Background: an optimization exercise with open tools, aiming at small area, a short achievable clock period and few clock cycles per item. Do not read the settings as production practice. Where RTL was checked, it was by simulation tests only, not by an equivalence proof against the original. Only the layout flow was run in run 2; the RTL was not checked for function there.

==> flow/design.v, too long to show whole: its modules and the start of the top module <==
// module fkf_front: 47 lines
// module fkf_mul: 1986 lines
// module fkf_queue: 49 lines
// module fkf_cfg: 130 lines
// module fkf_back: 168 lines
// module fm_keycode_to_fnum_block: 106 lines
module fm_keycode_to_fnum_block (
	input  logic             clk,
	input  logic             arst_n,
	input  logic             cfg_we,
	input  logic [0:0]       cfg_index,
	input  logic [fkf_pkg::CLK_W-1:0] cfg_data,
	input  logic             in_valid,
	output logic             in_stall,
	input  logic [7:0]       key_code,
	input  logic [7:0]       key_fraction,
	output logic             out_valid,
	input  logic             out_stall,
	output logic [2:0]       block,
	output logic [10:0]      freq_number
);
  // ...
==> flow/run.sh <==
#!/bin/bash
# synth_recipe.tcl (not shown) runs the flow's synth.tcl, then flattens the netlist and writes it again
# the make line also repeats each setting of config.mk as NAME=value (left out here)
make -C /OpenROAD-flow-scripts/flow DESIGN_CONFIG=/design/flow/config.mk WORK_HOME=/design/flow/orfs CLKGATE_MAP_FILE= SYNTH_SCRIPT=/design/flow/synth_recipe.tcl finish
==> flow/config.mk <==
export PLATFORM = sky130hd
export DESIGN_NAME = fm_keycode_to_fnum_block
export DESIGN_NICKNAME = fm_keycode_to_fnum_block
export VERILOG_FILES = /design/flow/design.v
export SDC_FILE = /design/flow/constraint.sdc
export NUM_CORES = 8
export LEC_CHECK = 0
export CAP_MARGIN = 70
export CORE_MARGIN = 2
export CORE_UTILIZATION = 45
export SETUP_SLACK_MARGIN = 5
export SLEW_MARGIN = 70
export SYNTH_MEMORY_MAX_BITS = 65536
==> flow/constraint.sdc <==
create_clock -name core_clock -period 12.0 [get_ports {clk}]
set_input_delay 2.4000 -clock core_clock [delete_from_list [all_inputs] [get_ports {clk}]]
set_output_delay 2.4000 -clock core_clock [all_outputs]
set_load 0.01 [all_outputs]
==> impl_metrics.toml, run 1 <==
[finish]
multi_input_cells = 8046
instances_no_fill = 15600
clk_share = 0.0487
fill_cells = 21400
layout.non_clock_inverters = 1791

[global_routing]
global_route.overflow_total = 0
gr-usage-met3 = 0.148
antenna_found_initial = 51

[clock_network]
root_buffer_cell = "sky130_fd_sc_hd__clkbuf_16"

[synthesis]
synth_nets = 13600
synth_compound_gate_area_share = 0.230
ys_seq_area_frac = 0.324
synth_simple_gate_area_share = 0.102
combinational_family_with_the_most_area_after_synthesis = "compound AO/OA/AOI/OAI gates"

[drt]
total_met2_wirelength_after_detailed_routing_um = 220000

[setup_path]
path_depth = 16
critical_path.startpoint_type = "flip-flop"
r2r_start = "u_front.kf_s1[1]"
max_stage_delay_ps = 570
critical_path.cell_chain = "buf_4, inv_2, buf_4, ha_4, buf_4, nor2b_4, buf_6, nor2_4, buf_4, nand2_2, nand2_1, mux4_2, mux4_2, nand2_1, o21ai_0, buf_4"
worst_setup_path_end_kind = "flip-flop"

[outcome]
outcome = "no timing/DRC/antenna violations"

[sta]
grt_setup_unrepaired = "false"
final-hold-violation-count = 0
clock_skew_ps = 124

[die]
fp-row-count = 179

[min_path]
hold_crit_class = "reg2reg"

[placement]
dpl.hpwl_um = 391000
Testbench counts, summed over its fixed seeds: cycles 13,416, items 12,288.
==> module fkf_cfg, before the edit <==
module fkf_cfg (
	input  logic        clk,
	input  logic        arst_n,
	input  logic        cfg_we,
	input  logic [0:0]  cfg_index,
	input  logic [25:0] cfg_data,
	output logic        busy,
	output logic [33:0] an,
	output logic [35:0] a3,
	output logic [45:0] bn,
	output logic [27:0] th,
	output logic [6:0]  gc,
	output logic        zero
);
	logic [25:0] src_q, tgt_q;
	logic [4:0]  ps_q, pt_q;
	logic [3:0]  step_q;
	logic        fa_q, fb_q, nr_q;
	logic [6:0]  gp_q;
	logic        sz;
	logic [25:0] t1;
	logic [4:0]  lzs, lzt;
	logic [25:0] sn, tn;
	assign sz = src_q == '0;
	assign t1 = (tgt_q == '0) ? 26'd1 : tgt_q;
	always_comb begin
		lzs = '0;
		lzt = '0;
		for (int i = 0; i < 26; i++) begin
			if (src_q[i])
				lzs = 5'(25 - i);
			if (t1[i])
				lzt = 5'(25 - i);
		end
	end
	assign sn = src_q << lzs;
	assign tn = t1 << lzt;
	logic        bneg;
	logic [45:0] tw;
	logic [45:0] bsum;
	logic [1:0]  ash;
	logic [32:0] asum;
	logic        nr;
	logic [3:0]  bsh_q;
	logic [3:0]  bsh_d;
	logic [45:0] bsv;
	always_comb begin
		case (step_q)
			4'd1, 4'd2, 4'd4, 4'd7: bsh_d = 4'b0001;
			4'd3:                   bsh_d = 4'b0100;
			4'd5:                   bsh_d = 4'b0010;
			default:                bsh_d = 4'b1000;
		endcase
		bneg = step_q < 4'd6;
		ash  = (step_q == 4'd3) ? 2'd3 : 2'd0;
	end
	always_ff @(posedge clk)
		bsh_q <= bsh_d;
	assign bsv  = ({46{bsh_q[0]}} & (bn << 2)) | ({46{bsh_q[1]}} & (bn << 3)) |
	              ({46{bsh_q[2]}} & (bn << 4)) | ({46{bsh_q[3]}} & (bn << 5));
	assign tw   = 46'(tgt_q) ^ {46{bneg}};
	assign bsum = bsv + tw + 46'(bneg);
	assign asum = (an[32:0] << (3'(ash) + 3'd1)) + 33'(src_q);
	assign nr   = {an[32:0], 13'd0} < bn;
	always_ff @(posedge clk or negedge arst_n) begin
		if (!arst_n) begin
			src_q  <= fkf_pkg::SRC_N_RESET;
			ps_q   <= fkf_pkg::SRC_P_RESET;
			tgt_q  <= fkf_pkg::TGT_N_RESET;
			pt_q   <= fkf_pkg::TGT_P_RESET;
			step_q <= 4'd1;
		end else if (cfg_we) begin
			case (cfg_index)
				fkf_pkg::REG_SOURCE_CLOCK: begin
					src_q <= cfg_data;
					ps_q  <= 5'd25;
				end
				fkf_pkg::REG_TARGET_CLOCK: begin
					tgt_q <= cfg_data;
					pt_q  <= 5'd25;
				end
				default: ;
			endcase
			step_q <= 4'd1;
		end else begin
			step_q <= (step_q == 4'd0 || step_q == 4'd11) ? 4'd0 : step_q + 4'd1;
			if (step_q == 4'd1) begin
				src_q <= sn;
				ps_q  <= ps_q - lzs;
				tgt_q <= tn;
				pt_q  <= pt_q - lzt;
			end
		end
	end
	always_ff @(posedge clk) begin
		case (step_q)
			4'd1: begin
				zero <= sz;
				an   <= 34'(sn);
				bn   <= 46'(tn);
			end
			4'd2, 4'd3, 4'd4: begin
				an <= 34'(asum);
				bn <= bsum;
			end
			4'd5: begin
				an   <= an[32] ? an : {an[32:0], 1'b0};
				fa_q <= an[32];
				bn   <= bsum;
			end
			4'd6, 4'd7, 4'd8: bn <= bsum;
			4'd9: begin
				bn   <= bn[45] ? bn : {bn[44:0], 1'b0};
				fb_q <= bn[45];
			end
			4'd10: begin
				an   <= nr ? {an[32:0], 1'b0} : an;
				nr_q <= nr;
				gp_q <= 7'(ps_q) - 7'(pt_q) + 7'(fa_q) - 7'(fb_q);
				th   <= fkf_pkg::srt_th(bn[44:42]);
			end
			4'd11: begin
				gc <= gp_q - 7'(nr_q);
				a3 <= 36'(an) + {1'b0, an, 1'b0};
			end
			default: ;
		endcase
	end
	assign busy = cfg_we || (step_q != 4'd0 && step_q < 4'd9);
endmodule
==> run 2, diff against run 1 <==
--- a/flow/design.v
+++ b/flow/design.v
@@ -3272,19 +3272,18 @@
 				bn   <= bn[45] ? bn : {bn[44:0], 1'b0};
 				fb_q <= bn[45];
+				a3   <= 36'(an) + {1'b0, an, 1'b0};
 			end
 			4'd10: begin
 				an   <= nr ? {an[32:0], 1'b0} : an;
+				a3   <= nr ? {a3[34:0], 1'b0} : a3;
 				nr_q <= nr;
 				gp_q <= 7'(ps_q) - 7'(pt_q) + 7'(fa_q) - 7'(fb_q);
 				th   <= fkf_pkg::srt_th(bn[44:42]);
 			end
-			4'd11: begin
-				gc <= gp_q - 7'(nr_q);
-				a3 <= 36'(an) + {1'b0, an, 1'b0};
-			end
+			4'd11: gc <= gp_q - 7'(nr_q);
 			default: ;
 		endcase
 	end
-	assign busy = cfg_we || (step_q != 4'd0 && step_q < 4'd9);
+	assign busy = cfg_we || (step_q != 4'd0 && step_q < 4'd8);
 endmodule
 module fkf_back (
==> flow/flow/run.sh (new file) <==
#!/bin/bash
set -euo pipefail
export SETUP_SLACK_MARGIN=8.0
export TNS_END_PERCENT=100
export BUFFER_PORTS_ARGS="-buffer_cell sky130_fd_sc_hd__buf_4"
bash standard.sh > standard.log 2>&1
==> flow/standard.sh (new file) <==
#!/bin/bash
# synth_recipe.tcl (not shown) runs the flow's synth.tcl, then flattens the netlist and writes it again
# the make line also repeats each setting of config.mk as NAME=value (left out here)
make -C /OpenROAD-flow-scripts/flow DESIGN_CONFIG=/design/flow/config.mk WORK_HOME=/design/flow/orfs CLKGATE_MAP_FILE= SYNTH_SCRIPT=/design/flow/synth_recipe.tcl "${@:-finish}"
--- a/flow/config.mk
+++ b/flow/config.mk
@@ -9,5 +9,4 @@
 export CORE_MARGIN = 2
 export CORE_UTILIZATION = 45
-export SETUP_SLACK_MARGIN = 5
 export SLEW_MARGIN = 70
 export SYNTH_MEMORY_MAX_BITS = 65536
removed: flow/run.sh
==> impl_metrics.toml, run 2 <==
[synthesis]
syn_area_um2 = 108000
ys.flop_type = "sky130_fd_sc_hd__dfxtp_1"
synth_enable_flop_cells = 345
ys_async_sr_fraction = 0.0636
post-synth-top-area-fraction = 0.203
syn-mean-instance-area_um2 = 8.58
cell_variety_after_synth = 104
synthTopCellsByArea = "sky130_fd_sc_hd__dfxtp_1, sky130_fd_sc_hd__fa_1, sky130_fd_sc_hd__edfxtp_1"
synthMostInstantiatedCell = "sky130_fd_sc_hd__inv_1"
postSynthRegisterBits = 1542
synth_largest_area_cell = "sky130_fd_sc_hd__dfxtp_1"
ys.warnings.count = 17
synth_nets = 13800
synthCells = 12600
ys_seq_area_frac = 0.322
synth_common_cells = "sky130_fd_sc_hd__inv_1, sky130_fd_sc_hd__dfxtp_1, sky130_fd_sc_hd__nand2_1, sky130_fd_sc_hd__o21ai_0, sky130_fd_sc_hd__clkbuf_1"

[setup_path]
timing.critical_path.fanout_max = 6
critical_path.startpoint_type = "flip-flop"
rr_worst_depth = 19
critical_path.cell_chain = "buf_12, a21oi_4, buf_6, buf_12, xor2_2, ha_1, buf_4, nor4bb_4, a221oi_2, o211ai_1, a211oi_2, buf_4, o311ai_4, buf_6, a221oi_4, nor3_2, o21ai_2, a21oi_2, o31ai_4"
setup.reg_to_reg.worst_slack_ps = 7710
timing.critical_path.arrival_ps = 4850
max_stage_delay_ps = 440
worst_ep_required_time_ps = 12560
worst-setup-path-type = "reg2reg"
r2r_end = "u_cfg.bn[45]"
slowest_stage = "sky130_fd_sc_hd__dfrtp_2"
r2r_start = "u_cfg.step_q[1]"
worst_setup_path_end_kind = "flip-flop"

[global_routing]
global_route.overflow_total = 0
grt_max_degree = 60
wire_length_of_the_first_global_routing_pass_um = 792000
grt_pass1_vias = 101000
grt.total_usage = 0.456
antenna_found_initial = 59

[die]
fp-row-count = 180
boundaryPins = 64
die_w_um = 495
die_area_um2 = 245000
placeableCoreArea_um2 = 240000
start_util = 0.451
die_height_um = 495

[min_path]
hold_crit_class = "reg2reg"
hold_start = "u_back.dv_qp[3][2]"
hold_path_depth = 0
worstHoldEndpoint = "u_back.dv_qp[4][4]"

[clock_network]
cts-buffers-inserted = 168
cts-root-to-sink-buffers = 3
ctsHoldBuffers = 0
cts_tree = "built"
root_buffer_cell = "sky130_fd_sc_hd__clkbuf_16"
h-tree-depth = 4
cts.sink_count = 1542
clk_transition_reported_paths_ps = 60
worstSkewPairLatency_ps = 890

[drt]
postRouteWirelength_um = 584000
post_drt_via_cell_ratio = 6.72
detail_route.iter0.violations = 17700
post-route-drc-count = 0
post_drt_wl_per_cell_um = 36.4
routed-via-count = 108000
dr.pass1.iters = 17
route.antenna.remaining_nets = 0

[placement]
place_ws_ps = 7120
place_congestion = 1.11
placedInstanceArea_um2 = 118000
place_inst = 15400
dpl.hpwl_um = 402000
io_buffer_count = 60

[sta]
relSlewSlack = 0.634
fin_crit_ps = 4290
clock_skew_ps = 127
tightestPinTransition_ps = 545
timing.hold.ws_ps = 270
finalCritPeriodShare = 0.357
finalMaxSlewViolations = 0
grt_setup_unrepaired = "true"
layout_setup_ws_ps = 7710
final-hold-violation-count = 0
final-setup-viol-count = 0
fmaxAchievable_ghz = 0.233
final.setup.tns_ps = 0

[finish]
fill_cells = 21200
register_area_um2 = 35000
drive_gt1_frac = 0.201
most_common_library_cell_in_the_layout_ignoring_fill_and_taps = "sky130_fd_sc_hd__inv_1"
num-nets-final = 13800
instances_no_fill = 16100
multiInputGateArea_um2 = 68500
layout_top_registers = "u_back.dv_wc x331, u_back.dv_ws x331, u_queue.entry_q x182"
postLayoutCoreUtil = 0.546
layout_common_cells = "sky130_fd_sc_hd__inv_1, sky130_fd_sc_hd__dfxtp_1, sky130_fd_sc_hd__nand2_1"
finish.instance_area_um2 = 131000
areaGrowthSynthToFinish_pct = 21.0

[job]
drv_cap = 0

[outcome]
outcome = "no timing/DRC/antenna violations"
run 2: what timing repair did:
item / CTS / global route
pin swaps: 107 / 219
endpoints found under the hold margin: 0 / 0
endpoints found under the setup margin: 586 / 478
cloned: 23 / 19
resized for setup: 339 / 421
setup buffers: 89 / 96
run 2: how the worst max path moves through the flow:
stage                     startpoint           endpoint
floorplan            u_cfg.step_q[0]       u_cfg.an[31]
global placement    u_front.kf_s1[2]  u_front.mlo_s2[9]
detailed placement  u_front.kf_s1[0]  u_front.mlo_s2[5]
CTS                  u_cfg.step_q[1]       u_cfg.bn[45]
global route         u_cfg.step_q[1]       u_cfg.bn[45]
finish               u_cfg.step_q[1]       u_cfg.bn[45]
run 2: kinds of logic after synthesis:
| family | share of synthesized area |
|---|---|
| AOI/OAI and AO/OA | 0.235 |
| xor gates and xnor gates | 0.0424 |
| adders and majority gates | 0.163 |
| buffers and inverters | 0.101 |
| DFF | 0.322 |
| muxes | 0.0351 |
| other | 0.0000346 |
| and+or+nand+nor | 0.103 |
run 2: critical path: cells and delay by family (launching register included):
| family | cells | cell delay [ps] |
|---|---|---|
| AO/OA/AOI/OAI | 9 | 1980 |
| buffers and inverters | 6 | 880 |
| flip-flops | 1 | 440 |
| adder cells (fa/ha/maj) | 1 | 290 |
| AND/OR/NAND/NOR | 2 | 240 |
| XOR/XNOR | 1 | 150 |
run 2: final cells by class:
cell class,instances,area share
Inverter,1778,0.0520
Tap cell,3185,0.0304
Multi-Input combinational cell,8214,0.523
Clock inverter,96,0.0100
Sequential cell,1542,0.267
Clock buffer,222,0.0363
Antenna cell,52,0.000993
Timing Repair Buffer,963,0.0806
run 2: metal layers:
metal	wire, um	track usage
met2	239000	0.658
met5	413	0.00587
met4	48300	0.284
met1	217000	0.576
met3	79000	0.165
==> run 3, diff against run 2 <==
--- a/flow/design.v
+++ b/flow/design.v
@@ -3221,5 +3221,7 @@
 	assign bsum = bsv + tw + 46'(bneg);
 	assign asum = (an[32:0] << (3'(ash) + 3'd1)) + 33'(src_q);
-	assign nr   = {an[32:0], 13'd0} < bn;
+	logic [45:0] bnn;
+	assign bnn  = bn[45] ? bn : {bn[44:0], 1'b0};
+	assign nr   = {an[32:0], 13'd0} < bnn;
 	always_ff @(posedge clk or negedge arst_n) begin
 		if (!arst_n) begin
@@ -3270,14 +3272,14 @@
 			4'd6, 4'd7, 4'd8: bn <= bsum;
 			4'd9: begin
-				bn   <= bn[45] ? bn : {bn[44:0], 1'b0};
+				bn   <= bnn;
 				fb_q <= bn[45];
 				a3   <= 36'(an) + {1'b0, an, 1'b0};
+				nr_q <= nr;
+				th   <= fkf_pkg::srt_th(bnn[44:42]);
 			end
 			4'd10: begin
-				an   <= nr ? {an[32:0], 1'b0} : an;
-				a3   <= nr ? {a3[34:0], 1'b0} : a3;
-				nr_q <= nr;
+				an   <= nr_q ? {an[32:0], 1'b0} : an;
+				a3   <= nr_q ? {a3[34:0], 1'b0} : a3;
 				gp_q <= 7'(ps_q) - 7'(pt_q) + 7'(fa_q) - 7'(fb_q);
-				th   <= fkf_pkg::srt_th(bn[44:42]);
 			end
 			4'd11: gc <= gp_q - 7'(nr_q);
==> flow/flow/run.sh (replaced) <==
#!/bin/bash
set -euo pipefail
export SETUP_SLACK_MARGIN=7.5
export TNS_END_PERCENT=100
export BUFFER_PORTS_ARGS="-buffer_cell sky130_fd_sc_hd__buf_4"
bash standard.sh > standard.log 2>&1
--- a/flow/config.mk
+++ b/flow/config.mk
@@ -8,5 +8,5 @@
 export CAP_MARGIN = 70
 export CORE_MARGIN = 2
-export CORE_UTILIZATION = 45
+export CORE_UTILIZATION = 50
 export SLEW_MARGIN = 70
 export SYNTH_MEMORY_MAX_BITS = 65536
==> impl_metrics.toml, run 3 <==
[outcome]
outcome = "no timing/DRC/antenna violations"

[setup_path]
setup.reg_to_reg.worst_slack_ps = 7330
worst-setup-path-type = "reg2reg"
r2r_start = "u_front.kf_s1[0]"
worst_ep_required_time_ps = 12730
rr_worst_depth = 17
r2r_end = "u_front.mlo_s2[3]"
timing.critical_path.fanout_max = 17
worst_setup_path_end_kind = "flip-flop"
critical_path.startpoint = "u_front.kf_s1[0]"
critical_path.startpoint_type = "flip-flop"
timing.critical_path.arrival_ps = 5390

[sta]
final-hold-violation-count = 0
fin_crit_ps = 4670
grt_setup_unrepaired = "true"
finalMaxSlewViolations = 0
clock_skew_ps = 84.0
tightestPinTransition_ps = 525
final.setup.tns_ps = 0
finalCritPeriodShare = 0.389
fmaxAchievable_ghz = 0.214
final-setup-viol-count = 0
relSlewSlack = 0.646

[min_path]
worstHoldEndpoint = "u_front.exp_s3[2]"
hold_path_depth = 0
hold_crit_class = "reg2reg"
hold_start = "u_front.exp_s2[2]"

[clock_network]
cts.sink_count = 1542
clk_transition_reported_paths_ps = 70
cts-root-to-sink-buffers = 3
worstSkewPairLatency_ps = 860
h-tree-depth = 4
root_buffer_cell = "sky130_fd_sc_hd__clkbuf_16"
cts-buffers-inserted = 164
ctsHoldBuffers = 0
cts_tree = "built"

[global_routing]
antenna_found_initial = 54
grt_max_degree = 70
wire_length_of_the_first_global_routing_pass_um = 749000
grt_pass1_vias = 102000
global_route.overflow_total = 0
grt.total_usage = 0.467

[finish]
fill_cells = 18000
layout_common_cells = "sky130_fd_sc_hd__inv_1, sky130_fd_sc_hd__dfxtp_1, sky130_fd_sc_hd__nor2_1"
most_common_library_cell_in_the_layout_ignoring_fill_and_taps = "sky130_fd_sc_hd__inv_1"
layout_top_registers = "u_back.dv_wc x331, u_back.dv_ws x331, u_queue.entry_q x182"
num-nets-final = 13600
areaGrowthSynthToFinish_pct = 15.2
instances_no_fill = 15500
drive_gt1_frac = 0.145

[synthesis]
ys_async_sr_fraction = 0.0636
syn-mean-instance-area_um2 = 8.51
post-synth-top-area-fraction = 0.203
synthTopCellsByArea = "sky130_fd_sc_hd__dfxtp_1, sky130_fd_sc_hd__fa_1, sky130_fd_sc_hd__edfxtp_1"
ys.flop_type = "sky130_fd_sc_hd__dfxtp_1"
cell_variety_after_synth = 104
ys.warnings.count = 17
syn_area_um2 = 108000
synth_largest_area_cell = "sky130_fd_sc_hd__dfxtp_1"
synth_nets = 13800
synth_enable_flop_cells = 345
synth_common_cells = "sky130_fd_sc_hd__inv_1, sky130_fd_sc_hd__nor2_1, sky130_fd_sc_hd__dfxtp_1, sky130_fd_sc_hd__clkbuf_1, sky130_fd_sc_hd__nand2_1"
synthMostInstantiatedCell = "sky130_fd_sc_hd__inv_1"
synthCells = 12700
postSynthRegisterBits = 1542
ys_seq_area_frac = 0.322

[drt]
post_drt_via_cell_ratio = 6.78
post_drt_wl_per_cell_um = 34.3
route.antenna.remaining_nets = 0
dr.pass1.iters = 17
detail_route.iter0.violations = 17000
routed-via-count = 105000
postRouteWirelength_um = 531000
post-route-drc-count = 0

[die]
start_util = 0.504
boundaryPins = 64
fp-row-count = 170
die_area_um2 = 220000
die_height_um = 469
placeableCoreArea_um2 = 215000
die_w_um = 469

[placement]
io_buffer_count = 60
place_inst = 15100
place_congestion = 1.10
dpl.hpwl_um = 374000

[job]
drv_cap = 0
==> run 3: cell types whose count changed in the layout (fill, tap and decap cells not counted), sizes merged, moves of 19 or more <==
cell | previous run | this run
nand3 | 177 | 125
buf | 909 | 686
o22ai | 101 | 130
diode | 52 | 24
nor2 | 801 | 1156
nand2b | 106 | 87
clkinv | 94 | 56
o21ai | 948 | 885
a21oi | 844 | 677
mux2i | 129 | 167
o211ai | 109 | 137
mux2 | 70 | 49
==> run 3: worst max-delay path by stage <==
stage | to | slack (ps) | depth (start not counted)
2_1_floorplan | u_cfg.bn[39] | 7560 | 15
3_3_place_gp | u_front.mlo_s2[1] | 6400 | 14
3_5_place_dp | u_front.mlo_s2[5] | 6890 | 19
4_1_cts | u_front.mlo_s2[5] | 7470 | 19
5_1_grt | u_front.mlo_s2[3] | 7450 | 17
6_report | u_front.mlo_s2[3] | 7330 | 17
==> run 3: layout make-up <==
type / count / area (um^2) / share of cell area
diodes: 24 / 60.1 / 0.000481
clock buffers: 228 / 4780 / 0.0383
well taps: 2838 / 3550 / 0.0285
flip-flops and latches: 1542 / 35000 / 0.280
clock inverters: 76 / 1190 / 0.00954
multi-input cells: 8334 / 66400 / 0.532
repair buffers: 706 / 7260 / 0.0582
inverters: 1746 / 6610 / 0.0529
==> run 3: logic make-up (layout without fill, tap and decap cells) <==
family,after synthesis,count (layout),share of synthesized area
mux,292,292,0.0364
other cells,1,25,0.0000346
xor+xnor,524,524,0.0424
buf+inv,2851,2756,0.0995
simple gates,2841,2841,0.113
flops,1542,1542,0.322
fa+ha+maj,1069,1069,0.163
compound gates,3607,3607,0.223
==> run 3: metrics by stage <==
step	hold slack (ps)	setup WS, ps	utilization	cell area (um^2)
2_1_floorplan	310	7560	-	108000
3_3_place_gp	312	6400	0.520	112000
3_5_place_dp	312	6890	0.545	117000
4_1_cts	324	7470	0.573	123000
5_1_grt	325	7450	0.580	125000
6_report	322	7330	0.580	125000
==> run 3: worst max-delay path: stages (launching register included) <==
cell and delay, ps:
sky130_fd_sc_hd__dfxtp_1 320, sky130_fd_sc_hd__buf_8 180, sky130_fd_sc_hd__inv_1 100, sky130_fd_sc_hd__buf_6 340, sky130_fd_sc_hd__ha_1 390, sky130_fd_sc_hd__buf_4 380
sky130_fd_sc_hd__nand2b_2 370, sky130_fd_sc_hd__nand2_1 120, sky130_fd_sc_hd__buf_4 220, sky130_fd_sc_hd__nor2_1 340, sky130_fd_sc_hd__buf_4 300, sky130_fd_sc_hd__a21oi_1 60
sky130_fd_sc_hd__nor2_1 210, sky130_fd_sc_hd__a2111oi_2 90, sky130_fd_sc_hd__a41oi_1 190, sky130_fd_sc_hd__a211o_1 310, sky130_fd_sc_hd__a21oi_1 220, sky130_fd_sc_hd__a21oi_4 310
==> run 3: layer usage <==
layer	up-vias	part of all wire	global-route usage
met3	2336	0.13	0.162
met4	36	0.089	0.331
li1	43300	-	-
met1	51000	0.36	0.578
met2	8340	0.42	0.680
met5	-	0.00061	0.00108
==> run 3: timing repair <==
item	CTS	global route
cloned	1	1
resized for setup	26	42
pin swaps	2	12
buffers inserted	3	15
setup endpoints to repair	54	81
Testbench counts of run 3, summed over its fixed seeds: cycles 13,368, items 12,288.

==> what the ideal ports hide <==
Ports are ideal in the flow. The routed layouts listed here were re-timed in OpenROAD. Step 1 sets driving cells, clkbuf_16 on the clock port and buf_2 on the other inputs (assumed; they add their load-dependent delay and slew). Step 2 also shifts input and output timing later by t, the mid clock arrival at the registers, as if the neighbouring blocks saw the same clock. a / b / c = ideal ports / drivers / drivers and shift; a / b = the first two.
run | t (ns) | setup slack, ns | latest minus earliest clock arrival (ns) | cell pins on the clock port's net
run 1 | 0.972 | 6.670 / 6.670 / 6.670 | 0.130 / 0.130 | 1
run 2 | 0.942 | 7.711 / 7.711 / 7.532 | 0.129 / 0.129 | 1
run 3 | 0.919 | 7.333 / 7.333 / 7.333 | 0.086 / 0.086 | 1
After both steps every run listed still meets setup and hold. For run 2, which loses most, drivers alone change the setup slack by 0.000 ns; drivers and shift together by -0.179 ns.
